This is an optimization exercise on Yosys and OpenROAD, whose aim is small area, not a production implementation.
In this exercise RTL edits were held to simulation tests only and were not proved equivalent to the original.
Power and IR drop assume default switching activity.

== build 95 ==
## regfile_mp
module regfile_mp #(
  parameter int WORDS    = 32,
  parameter int BITS     = 32,
  parameter int NUM_RD   = 2,
  parameter int NUM_WR   = 2,
  parameter int BYPASS   = 1,
  parameter int ZERO_REG = 1,
  parameter int ADDR_W   = $clog2(WORDS),
  parameter int LANES    = BITS / 8
) (
  input  logic                     clk,
  input  logic                     rst,
  input  logic [NUM_WR-1:0]        wr_en,
  input  logic [NUM_WR*ADDR_W-1:0] wr_addr,
  input  logic [NUM_WR*BITS-1:0]   wr_data,
  input  logic [NUM_WR*LANES-1:0]  wr_be,
  input  logic [NUM_RD*ADDR_W-1:0] rd_addr,
  output logic [NUM_RD*BITS-1:0]   rd_data,
  output logic [NUM_RD-1:0]        rd_busy,
  input  logic                     sb_set_en,
  input  logic [ADDR_W-1:0]        sb_set_addr,
  output logic [WORDS-1:0]         busy_vec
);
Settings: LEC_CHECK=0, CAP_MARGIN=20, CELL_PAD_IN_SITES_DETAIL_PLACEMENT=1, CELL_PAD_IN_SITES_GLOBAL_PLACEMENT=1, CORE_MARGIN=2, CORE_UTILIZATION=30, PLACE_DENSITY=0.5, SETUP_SLACK_MARGIN=0.3, SLEW_MARGIN=20, SYNTH_HIERARCHICAL=1, SYNTH_MINIMUM_KEEP_SIZE=0; clock period 8.0 ns.
standard.sh (not shown) runs the stock make flow with config.mk's settings and CLKGATE_MAP_FILE= SYNTH_SCRIPT=/design/flow/synth_recipe.tcl, a recipe that flattens the netlist after the stock synthesis.
==> flow/flow/run.sh <==
#!/bin/bash
# Own layout flow: the standard ORFS flow, with these changes:
#  - after the standard synthesis (run unchanged), the 3-input NORs that ABC
#    upsized to nor3_2 are put back to nor3_1 (same function and pins; the
#    placement-aware resizer upsizes again wherever timing needs it);
#  - ports buffered with the smallest buffer (buf_1) instead of clkdlybuf4s50_1;
#  - clock tree built from clkbuf_16 (clusters of up to 20 sinks, 90 um across)
#    without dummy loads.
# Everything else (floorplan, power grid, placement, routing) is the standard
# flow. Each tool's output stays in its ORFS log under orfs/logs; the make
# output goes to flow_make_synth.log and flow_make.log.
set -euo pipefail
ARGS=(
  "BUFFER_PORTS_ARGS=-buffer_cell sky130_fd_sc_hd__buf_1"
  "CTS_ARGS=-sink_clustering_enable -repair_clock_nets -dont_use_dummy_load -buf_list sky130_fd_sc_hd__clkbuf_16 -sink_clustering_size 20 -sink_clustering_max_diameter 90"
)
bash standard.sh "${ARGS[@]}" synth > flow_make_synth.log 2>&1
RES=orfs/results/${FLOW_PLATFORM}/regfile_mp/base
sed -i 's/\bsky130_fd_sc_hd__nor3_2\b/sky130_fd_sc_hd__nor3_1/g' $RES/1_2_yosys.v
rm -f $RES/1_synth.odb $RES/1_synth.sdc
bash standard.sh "${ARGS[@]}" finish > flow_make.log 2>&1
## Diff of input files: build 8 against build 95
- swapping 0.5 for 0.55 in PLACE_DENSITY
- swapping 30 for 40 in CORE_UTILIZATION
==> flow/flow/run.sh <==
#!/bin/bash
# Own layout flow: the standard ORFS flow, with these changes:
#  - ports buffered with the smallest buffer (buf_1) instead of clkdlybuf4s50_1;
#  - clock tree built from clkbuf_16 (clusters of up to 24 sinks, 100 um across) without dummy loads.
# Everything else (synthesis, floorplan, power grid, placement, routing) is the
# standard flow. Each tool's output stays in its ORFS log under orfs/logs; the
# make output goes to flow_make.log.
set -euo pipefail
bash standard.sh \
  "BUFFER_PORTS_ARGS=-buffer_cell sky130_fd_sc_hd__buf_1" \
  "CTS_ARGS=-sink_clustering_enable -repair_clock_nets -dont_use_dummy_load -buf_list sky130_fd_sc_hd__clkbuf_16 -sink_clustering_size 24 -sink_clustering_max_diameter 100" \
  finish > flow_make.log 2>&1
Notes after the runs:
- In the tables for build 8 and build 95, fraction of layout cells with a size suffix above 1 reads higher with build 95.
- In build 8, met1 global-route usage is higher than in build 95.
- Met2 capacity usage during global routing delta for build 8 relative to build 95: 7.3 points higher
- Against build 95, post-placement worst setup slack in build 8 came out better.
- Maximum number of pins on one net before global-route repair came out exactly the same in build 8 and build 95.
- Count of non-CTS buffers in the layout in build 8 vs build 95: down 23%
- Diff build 8 and build 95: die area higher in build 95
- Going from build 95 to build 8, final critical delay including setup and external delays shrinks by 65 ps.
- Going from build 95 to build 8, design area shrank by a few percent.
- Build 8 vs build 95, worst setup path endpoint: rd_data[4] vs rd_data[3]
- Between build 8 and build 95, the worst setup slack is higher for build 8.
- Build 8 was carried through to the last stage, and its layout satisfied the timing, design-rule and antenna checks.
- Build 95 | stages: all done | timing, DRC, antenna: all pass
[inputs] build 17 vs build 8
- changing CORE_UTILIZATION from 40 to 30
- changing PLACE_DENSITY from 0.55 to 0.5
diff --git a/flow/flow/run.sh b/flow/flow/run.sh
--- a/flow/flow/run.sh
+++ b/flow/flow/run.sh
@@ -4 +4 @@
-#  - clock tree built from clkbuf_16 (clusters of up to 24 sinks, 100 um across) without dummy loads.
+#  - clock tree built from clkbuf_8 (clusters of up to 24 sinks) without dummy loads.
@@ -11 +11 @@
-  "CTS_ARGS=-sink_clustering_enable -repair_clock_nets -dont_use_dummy_load -buf_list sky130_fd_sc_hd__clkbuf_16 -sink_clustering_size 24 -sink_clustering_max_diameter 100" \
+  "CTS_ARGS=-sink_clustering_enable -repair_clock_nets -dont_use_dummy_load -buf_list sky130_fd_sc_hd__clkbuf_8 -sink_clustering_size 24" \
- Changes observed in build 17 relative to build 8: sequential power level; routed wire length moved up; cell count moved up; sequential cell count level; initial antenna violation count moved down.
- Signed area change from the synthesized netlist to the final layout: build 17 > build 8
- Build 17 vs build 8 — global-route wire length before repair climbed by a few percent
- Compared with build 8, die area in build 17 increased by more than a quarter.
- Compared with build 8, in build 17 design area grew by about 4.3%, maximum number of pins on one net before global-route repair dropped 29%, count of buffer and inverter cells on the critical path level.
Changes in build 91 relative to build 17:
- changing CORE_UTILIZATION from 30 to 40
- changing SLEW_MARGIN from 20 to 12
- changing PLACE_DENSITY from 0.5 to 0.55
- changing CAP_MARGIN from 20 to 12
diff --git a/flow/flow/run.sh b/flow/flow/run.sh
--- a/flow/flow/run.sh
+++ b/flow/flow/run.sh
@@ -4 +4 @@
-#  - clock tree built from clkbuf_8 (clusters of up to 24 sinks) without dummy loads.
+#  - clock tree built from clkbuf_16 (clusters of up to 24 sinks, 100 um across) without dummy loads.
@@ -11 +11 @@
-  "CTS_ARGS=-sink_clustering_enable -repair_clock_nets -dont_use_dummy_load -buf_list sky130_fd_sc_hd__clkbuf_8 -sink_clustering_size 24" \
+  "CTS_ARGS=-sink_clustering_enable -repair_clock_nets -dont_use_dummy_load -buf_list sky130_fd_sc_hd__clkbuf_16 -sink_clustering_size 24 -sink_clustering_max_diameter 100" \
Results
Between build 17 and build 91, the flow reports sum of met3 wire segment lengths after detailed routing increasing by a little under 10%. For the number of clock-tree buffers in the layout, build 91 came in about 75% lower than build 17 did. The non-clock buffer count number comes out higher for build 17 vs build 91. Note that the total power recorded for build 91 amounts to 0.893 times the value seen in build 17. Diff build 17 -> build 91 | x dimension of the die | decrease of 53 um. Side by side, reported leakage power turned out lower in build 91 than in build 17.

-- afterwards: timing with drivers on the ports --
Ports are ideal in the flow. The routed layouts listed here were re-timed in OpenROAD.
Step 1 sets driving cells, clkbuf_16 on the clock port and buf_2 on the other inputs (assumed; they add their load-dependent delay and slew).
Step 2, shift: input delay + t, output delay - t, t = (earliest + latest rising clock arrival at the registers) / 2. This alone moves slack from input paths to output paths.
Slacks: ideal / step 1 / step 2; pairs: ideal / step 1.
run	shift t [ns]	slack for setup (ns)	hold WS [ns]	worst setup path at the end	latest minus earliest clock arrival (ns)
build 95	0.770	0.141 / -0.007 / -0.007	0.500 / 0.500 / 0.500	input to output	0.054 / 0.054
build 8	0.790	0.206 / 0.040 / 0.040	0.501 / 0.501 / 0.501	input to output	0.049 / 0.050
build 17	1.027	0.231 / 0.191 / 0.191	0.492 / 0.492 / 0.492	input to output	0.081 / 0.082
build 91	0.780	0.158 / 0.068 / 0.068	0.504 / 0.504 / 0.504	input to output	0.071 / 0.072
With both steps, setup timing fails in build 95, where it was met with ideal ports. The setup slack of build 8, which loses most, moves by -0.166 ns with the drivers and by -0.166 ns with both steps.
